What follows belongs to an exercise in optimizing a design on an open flow for small area; a production flow would make more cautious choices.
The RTL was checked by simulation tests, not by an equivalence proof against the original design.
Power and IR drop assume default switching activity.

==> trial 54: inputs <==
Design fetch_top, start of the top module:
module fetch_top (
    input  logic             clk_i,
    input  logic             rst_i,
    input  logic             stall_i,
    input  logic             resolve_valid_i,
    input  fetch_pkg::addr_t resolve_pc_i,
    input  logic             resolve_taken_i,
    input  logic             resolve_pred_i,
    input  fetch_pkg::addr_t resolve_target_i,
    output fetch_pkg::addr_t fetch_pc_o,
    output logic             pred_taken_o,
    output logic             flush_o
);
==> module btb_aoi22, before the edit <==
module btb_aoi22 (
    input  logic [1:0] s,
    input  logic [1:0] d,
    output logic       y
);
    assign y = ~|(s & d);
endmodule
==> module btb_nand11, before the edit <==
module btb_nand11 (
    input  logic [10:0] a,
    output logic        y
);
    assign y = ~&a;
endmodule
==> module btb_rd32, before the edit <==
module btb_rd32 (
    input  logic [31:0] s,
    input  logic [31:0] d,
    output logic        y
);
    logic [10:0] p;
    for (genvar g = 0; g < 10; g++) begin : g_aoi
        btb_aoi222 u (.s(s[3*g +: 3]), .d(d[3*g +: 3]), .y(p[g]));
    end
    btb_aoi22 u_last (.s(s[31:30]), .d(d[31:30]), .y(p[10]));
    btb_nand11 u_or (.a(p), .y(y));
endmodule
==> module fetch_top, before the edit <==
module fetch_top (
    input  logic             clk_i,
    input  logic             rst_i,
    input  logic             stall_i,
    input  logic             resolve_valid_i,
    input  fetch_pkg::addr_t resolve_pc_i,
    input  logic             resolve_taken_i,
    input  logic             resolve_pred_i,
    input  fetch_pkg::addr_t resolve_target_i,
    output fetch_pkg::addr_t fetch_pc_o,
    output logic             pred_taken_o,
    output logic             flush_o
);
    localparam int N  = 32;
    localparam int TW = 25;
    logic [31:0]   pc_q;
    logic [N-1:0]  c1_q, c0_q, x_q;         
    logic [TW-1:0] tag_q [N];
    logic [31:1]   tgt_q [N];
    logic [N-1:0] lsel, usel;
    always_comb begin
        for (int e = 0; e < N; e++) begin
            lsel[e] = (pc_q[6:2] == e[4:0]);
            usel[e] = (resolve_pc_i[6:2] == e[4:0]);
        end
    end
    logic          l_c1, u_c1, u_c0, u_x;
    logic [TW-1:0] l_tag, u_tag;
    logic [31:0]   l_tgt;
    btb_rd32 u_rd_lc1 (.s(lsel), .d(c1_q), .y(l_c1));
    btb_rd32 u_rd_lx  (.s(lsel), .d(x_q),  .y(l_tgt[0]));
    btb_rd32 u_rd_uc1 (.s(usel), .d(c1_q), .y(u_c1));
    btb_rd32 u_rd_uc0 (.s(usel), .d(c0_q), .y(u_c0));
    btb_rd32 u_rd_ux  (.s(usel), .d(x_q),  .y(u_x));
    for (genvar b = 0; b < TW; b++) begin : g_rd_tag
        logic [N-1:0] col;
        for (genvar e = 0; e < N; e++) begin : g_col
            assign col[e] = tag_q[e][b];
        end
        btb_rd32 u_l (.s(lsel), .d(col), .y(l_tag[b]));
        btb_rd32 u_u (.s(usel), .d(col), .y(u_tag[b]));
    end
    for (genvar b = 1; b < 32; b++) begin : g_rd_tgt
        logic [N-1:0] col;
        for (genvar e = 0; e < N; e++) begin : g_col
            assign col[e] = tgt_q[e][b];
        end
        btb_rd32 u_l (.s(lsel), .d(col), .y(l_tgt[b]));
    end
    assign pred_taken_o = l_c1 && (l_tag == pc_q[31:7]);
    assign flush_o      = resolve_valid_i && (resolve_pred_i != resolve_taken_i);
    assign fetch_pc_o   = pc_q;
    logic [31:0] pc_next;
    always_comb begin
        if (flush_o)
            pc_next = resolve_taken_i ? resolve_target_i : resolve_pc_i + 32'd4;
        else if (stall_i)
            pc_next = pc_q;
        else if (pred_taken_o)
            pc_next = l_tgt;
        else
            pc_next = pc_q + 32'd4;
    end
    always_ff @(posedge clk_i or posedge rst_i) begin
        if (rst_i) pc_q <= '0;
        else       pc_q <= pc_next;
    end
    logic u_hit, n_c1, n_c0, n_x;
    assign u_hit = (u_c1 | u_x) && (u_tag == resolve_pc_i[31:7]);
    always_comb begin
        if (!u_hit) begin
            n_c1 = 1'b1;
            n_c0 = 1'b0;
        end else if (resolve_taken_i) begin
            n_c1 = u_c1 | u_c0;
            n_c0 = ~u_c0 | u_c1;
        end else begin
            n_c1 = u_c1 & u_c0;
            n_c0 = ~u_c0 & u_c1;
        end
        if (!n_c1)
            n_x = 1'b1;
        else if (resolve_taken_i)
            n_x = resolve_target_i[0];
        else
            n_x = u_x;
    end
    logic [N-1:0] we_c, we_t, hd_c, hd_t;
    assign we_c = usel & {N{resolve_valid_i & (u_hit | resolve_taken_i)}};
    assign we_t = usel & {N{resolve_valid_i & resolve_taken_i}};
    assign hd_c = ~we_c;
    assign hd_t = ~we_t;
    for (genvar e = 0; e < N; e++) begin : g_ent
        logic          c1_d, c0_d, x_d;
        logic [TW-1:0] tag_d;
        logic [31:1]   tgt_d;
        btb_hold u_c1 (.q(c1_q[e]), .hold(hd_c[e]), .d(n_c1), .we(we_c[e]), .y(c1_d));
        btb_hold u_c0 (.q(c0_q[e]), .hold(hd_c[e]), .d(n_c0), .we(we_c[e]), .y(c0_d));
        btb_hold u_x  (.q(x_q[e]),  .hold(hd_c[e]), .d(n_x),  .we(we_c[e]), .y(x_d));
        for (genvar b = 0; b < TW; b++) begin : g_tag
            btb_hold u (.q(tag_q[e][b]), .hold(hd_t[e]), .d(resolve_pc_i[7+b]),
                        .we(we_t[e]), .y(tag_d[b]));
        end
        for (genvar b = 1; b < 32; b++) begin : g_tgt
            btb_hold u (.q(tgt_q[e][b]), .hold(hd_t[e]), .d(resolve_target_i[b]),
                        .we(we_t[e]), .y(tgt_d[b]));
        end
        always_ff @(posedge clk_i or posedge rst_i) begin
            if (rst_i) begin
                c1_q[e] <= 1'b0;
                x_q[e]  <= 1'b0;
            end else begin
                c1_q[e] <= c1_d;
                x_q[e]  <= x_d;
            end
        end
        always_ff @(posedge clk_i) begin
            c0_q[e]  <= c0_d;
            tag_q[e] <= tag_d;
            tgt_q[e] <= tgt_d;
        end
    end
endmodule
clock: 9.0 ns
lec_check: 0
cap_margin: 20
core_margin: 2
core_utilization: 40
slew_margin: 20
synth_hierarchical: 1
synth_minimum_keep_size: 0
run.sh (not shown) runs the stock make flow with config.mk's settings and CLKGATE_MAP_FILE= SYNTH_SCRIPT=/design/flow/synth_recipe.tcl, a recipe that flattens the netlist after the stock synthesis.
==> build 81 (differences from trial 54) <==
--- a/flow/design.v
+++ b/flow/design.v
@@ -33,13 +33,13 @@
     assign y = ~|(s & d);
 endmodule
-module btb_aoi22 (
-    input  logic [1:0] s,
-    input  logic [1:0] d,
-    output logic       y
-);
-    assign y = ~|(s & d);
-endmodule
-module btb_nand11 (
-    input  logic [10:0] a,
+module btb_nand2 (
+    input  logic s,
+    input  logic d,
+    output logic y
+);
+    assign y = ~(s & d);
+endmodule
+module btb_nand12 (
+    input  logic [11:0] a,
     output logic        y
 );
@@ -51,10 +51,11 @@
     output logic        y
 );
-    logic [10:0] p;
+    logic [11:0] p;
     for (genvar g = 0; g < 10; g++) begin : g_aoi
         btb_aoi222 u (.s(s[3*g +: 3]), .d(d[3*g +: 3]), .y(p[g]));
     end
-    btb_aoi22 u_last (.s(s[31:30]), .d(d[31:30]), .y(p[10]));
-    btb_nand11 u_or (.a(p), .y(y));
+    btb_nand2 u_n30 (.s(s[30]), .d(d[30]), .y(p[10]));
+    btb_nand2 u_n31 (.s(s[31]), .d(d[31]), .y(p[11]));
+    btb_nand12 u_or (.a(p), .y(y));
 endmodule
 module fetch_top (
@@ -77,9 +78,28 @@
     logic [TW-1:0] tag_q [N];
     logic [31:1]   tgt_q [N];
-    logic [N-1:0] lsel, usel;
+    logic [3:0] la, ua;
+    logic [7:0] lb, ub, ub_c, ub_t;
+    logic       upd_c, upd_t;
+    always_comb begin
+        for (int i = 0; i < 4; i++) begin
+            la[i] = (pc_q[3:2] == i[1:0]);
+            ua[i] = (resolve_pc_i[3:2] == i[1:0]);
+        end
+        for (int i = 0; i < 8; i++) begin
+            lb[i]   = (pc_q[6:4] == i[2:0]);
+            ub[i]   = (resolve_pc_i[6:4] == i[2:0]);
+            ub_c[i] = ub[i] & upd_c;
+            ub_t[i] = ub[i] & upd_t;
+        end
+    end
+    logic [N-1:0] lsel, usel, we_c, we_t, hd_c, hd_t;
     always_comb begin
         for (int e = 0; e < N; e++) begin
-            lsel[e] = (pc_q[6:2] == e[4:0]);
-            usel[e] = (resolve_pc_i[6:2] == e[4:0]);
+            lsel[e] = la[e % 4] & lb[e / 4];
+            usel[e] = ua[e % 4] & ub[e / 4];
+            we_c[e] = ua[e % 4] & ub_c[e / 4];
+            we_t[e] = ua[e % 4] & ub_t[e / 4];
+            hd_c[e] = ~(ua[e % 4] & ub_c[e / 4]);
+            hd_t[e] = ~(ua[e % 4] & ub_t[e / 4]);
         end
     end
@@ -110,8 +130,13 @@
     assign flush_o      = resolve_valid_i && (resolve_pred_i != resolve_taken_i);
     assign fetch_pc_o   = pc_q;
+    logic [31:2] inc_in, inc_out;
     logic [31:0] pc_next;
-    always_comb begin
-        if (flush_o)
-            pc_next = resolve_taken_i ? resolve_target_i : resolve_pc_i + 32'd4;
+    assign inc_in  = flush_o ? resolve_pc_i[31:2] : pc_q[31:2];
+    assign inc_out = inc_in + 30'd1;
+    always_comb begin
+        if (flush_o && resolve_taken_i)
+            pc_next = resolve_target_i;
+        else if (flush_o)
+            pc_next = {inc_out, resolve_pc_i[1:0]};
         else if (stall_i)
             pc_next = pc_q;
@@ -119,5 +144,5 @@
             pc_next = l_tgt;
         else
-            pc_next = pc_q + 32'd4;
+            pc_next = {inc_out, pc_q[1:0]};
     end
     always_ff @(posedge clk_i or posedge rst_i) begin
@@ -145,9 +170,6 @@
             n_x = u_x;
     end
-    logic [N-1:0] we_c, we_t, hd_c, hd_t;
-    assign we_c = usel & {N{resolve_valid_i & (u_hit | resolve_taken_i)}};
-    assign we_t = usel & {N{resolve_valid_i & resolve_taken_i}};
-    assign hd_c = ~we_c;
-    assign hd_t = ~we_t;
+    assign upd_c = resolve_valid_i & (u_hit | resolve_taken_i);
+    assign upd_t = resolve_valid_i & resolve_taken_i;
     for (genvar e = 0; e < N; e++) begin : g_ent
         logic          c1_d, c0_d, x_d;
==> flow/flow/run.sh (new file) <==
#!/bin/bash
# The standard layout (the standard.sh, unchanged synthesis and steps),
# except that the port buffers are the smallest buffer cell instead of the
# default delay buffer. Make's output goes to standard.log; ORFS keeps each
# step's log under orfs/logs/.
set -euo pipefail
export BUFFER_PORTS_ARGS="-buffer_cell sky130_fd_sc_hd__buf_1"
bash standard.sh finish > standard.log 2>&1
==> flow/standard.sh (new file) <==
#!/bin/bash
# synth_recipe.tcl (not shown) runs the flow's synth.tcl, then flattens the netlist and writes it again
# the make line also repeats each setting of config.mk as NAME=value (left out here)
make -C /OpenROAD-flow-scripts/flow DESIGN_CONFIG=/design/flow/config.mk WORK_HOME=/design/flow/orfs CLKGATE_MAP_FILE= SYNTH_SCRIPT=/design/flow/synth_recipe.tcl "${@:-finish}"
--- a/flow/config.mk
+++ b/flow/config.mk
@@ -9,4 +9,7 @@
 export CORE_MARGIN = 2
 export CORE_UTILIZATION = 40
+export CTS_BUF_LIST = sky130_fd_sc_hd__clkbuf_16
+export CTS_CLUSTER_DIAMETER = 100
+export CTS_CLUSTER_SIZE = 20
 export SLEW_MARGIN = 20
 export SYNTH_HIERARCHICAL = 1
removed: flow/run.sh
==> trial 16 (differences from trial 54) <==
--- a/flow/design.v
+++ b/flow/design.v
@@ -33,13 +33,13 @@
     assign y = ~|(s & d);
 endmodule
-module btb_aoi22 (
-    input  logic [1:0] s,
-    input  logic [1:0] d,
-    output logic       y
-);
-    assign y = ~|(s & d);
-endmodule
-module btb_nand11 (
-    input  logic [10:0] a,
+module btb_nand2 (
+    input  logic s,
+    input  logic d,
+    output logic y
+);
+    assign y = ~(s & d);
+endmodule
+module btb_nand12 (
+    input  logic [11:0] a,
     output logic        y
 );
@@ -51,10 +51,11 @@
     output logic        y
 );
-    logic [10:0] p;
+    logic [11:0] p;
     for (genvar g = 0; g < 10; g++) begin : g_aoi
         btb_aoi222 u (.s(s[3*g +: 3]), .d(d[3*g +: 3]), .y(p[g]));
     end
-    btb_aoi22 u_last (.s(s[31:30]), .d(d[31:30]), .y(p[10]));
-    btb_nand11 u_or (.a(p), .y(y));
+    btb_nand2 u_n30 (.s(s[30]), .d(d[30]), .y(p[10]));
+    btb_nand2 u_n31 (.s(s[31]), .d(d[31]), .y(p[11]));
+    btb_nand12 u_or (.a(p), .y(y));
 endmodule
 module fetch_top (
@@ -77,9 +78,28 @@
     logic [TW-1:0] tag_q [N];
     logic [31:1]   tgt_q [N];
-    logic [N-1:0] lsel, usel;
+    logic [3:0] la, ua;
+    logic [7:0] lb, ub, ub_c, ub_t;
+    logic       upd_c, upd_t;
+    always_comb begin
+        for (int i = 0; i < 4; i++) begin
+            la[i] = (pc_q[3:2] == i[1:0]);
+            ua[i] = (resolve_pc_i[3:2] == i[1:0]);
+        end
+        for (int i = 0; i < 8; i++) begin
+            lb[i]   = (pc_q[6:4] == i[2:0]);
+            ub[i]   = (resolve_pc_i[6:4] == i[2:0]);
+            ub_c[i] = ub[i] & upd_c;
+            ub_t[i] = ub[i] & upd_t;
+        end
+    end
+    logic [N-1:0] lsel, usel, we_c, we_t, hd_c, hd_t;
     always_comb begin
         for (int e = 0; e < N; e++) begin
-            lsel[e] = (pc_q[6:2] == e[4:0]);
-            usel[e] = (resolve_pc_i[6:2] == e[4:0]);
+            lsel[e] = la[e % 4] & lb[e / 4];
+            usel[e] = ua[e % 4] & ub[e / 4];
+            we_c[e] = ua[e % 4] & ub_c[e / 4];
+            we_t[e] = ua[e % 4] & ub_t[e / 4];
+            hd_c[e] = ~(ua[e % 4] & ub_c[e / 4]);
+            hd_t[e] = ~(ua[e % 4] & ub_t[e / 4]);
         end
     end
@@ -110,8 +130,13 @@
     assign flush_o      = resolve_valid_i && (resolve_pred_i != resolve_taken_i);
     assign fetch_pc_o   = pc_q;
+    logic [31:2] inc_in, inc_out;
     logic [31:0] pc_next;
-    always_comb begin
-        if (flush_o)
-            pc_next = resolve_taken_i ? resolve_target_i : resolve_pc_i + 32'd4;
+    assign inc_in  = flush_o ? resolve_pc_i[31:2] : pc_q[31:2];
+    assign inc_out = inc_in + 30'd1;
+    always_comb begin
+        if (flush_o && resolve_taken_i)
+            pc_next = resolve_target_i;
+        else if (flush_o)
+            pc_next = {inc_out, resolve_pc_i[1:0]};
         else if (stall_i)
             pc_next = pc_q;
@@ -119,5 +144,5 @@
             pc_next = l_tgt;
         else
-            pc_next = pc_q + 32'd4;
+            pc_next = {inc_out, pc_q[1:0]};
     end
     always_ff @(posedge clk_i or posedge rst_i) begin
@@ -145,9 +170,6 @@
             n_x = u_x;
     end
-    logic [N-1:0] we_c, we_t, hd_c, hd_t;
-    assign we_c = usel & {N{resolve_valid_i & (u_hit | resolve_taken_i)}};
-    assign we_t = usel & {N{resolve_valid_i & resolve_taken_i}};
-    assign hd_c = ~we_c;
-    assign hd_t = ~we_t;
+    assign upd_c = resolve_valid_i & (u_hit | resolve_taken_i);
+    assign upd_t = resolve_valid_i & resolve_taken_i;
     for (genvar e = 0; e < N; e++) begin : g_ent
         logic          c1_d, c0_d, x_d;
--- a/flow/config.mk
+++ b/flow/config.mk
@@ -9,4 +9,7 @@
 export CORE_MARGIN = 2
 export CORE_UTILIZATION = 40
+export CTS_BUF_LIST = sky130_fd_sc_hd__clkbuf_16
+export CTS_CLUSTER_DIAMETER = 80
+export CTS_CLUSTER_SIZE = 15
 export SLEW_MARGIN = 20
 export SYNTH_HIERARCHICAL = 1
==> notes.md <==
In trial 16 the wire length is larger than in build 81, by about 0.6%. The highest setup slack belongs to build 81, the lowest to trial 54. Final cell count: trial 54 > trial 16 > build 81. Between trial 54 and build 81, the lower synthesized cell count is in trial 54 (gap about 1.7%, measured against build 81). In die area, build 81 and trial 16 do not differ. Via count, highest first: trial 54, trial 16, build 81. Against trial 54, the clock power of build 81 is lower by 41%. Between build 81 and trial 16, the lower register-to-register slack is in build 81 (gap 0.89 ns). Between build 81 and trial 16, the lower global-route usage is in build 81 (gap 0.19 points). Core utilization, highest first: trial 54, trial 16, build 81. In build 81 the first-iteration DRC count is smaller than in trial 16, by 6.1%.

separate check: timing with driven ports:
How much do the figures lean on ideal ports? The routed layouts below were timed once more, with nothing changed but the port constraints. Step 1 sets driving cells, clkbuf_16 on the clock port and buf_2 on the other inputs (assumed; they add their load-dependent delay and slew). Step 2 times the ports against the registers' clock, not the clock port: input delays grow and output delays shrink by t, the midpoint of the rising clock arrivals with the driver on. Slacks: ideal / step 1 / step 2; pairs: ideal / step 1.
run | t, ns | slack for setup (ns) | slew at the worst register clock pin (ns) | pins driven straight from the clock port
trial 54 | 0.940 | 0.517 / 0.424 / 1.041 | 0.07 / 0.07 | 1
build 81 | 0.885 | 0.935 / 0.845 / 0.483 | 0.10 / 0.10 | 1
trial 16 | 0.919 | 0.717 / 0.626 / 0.752 | 0.08 / 0.08 | 1
After both steps every run listed still meets setup and hold. The setup slack of build 81, which loses most, moves by -0.090 ns with the drivers and by -0.452 ns with both steps.
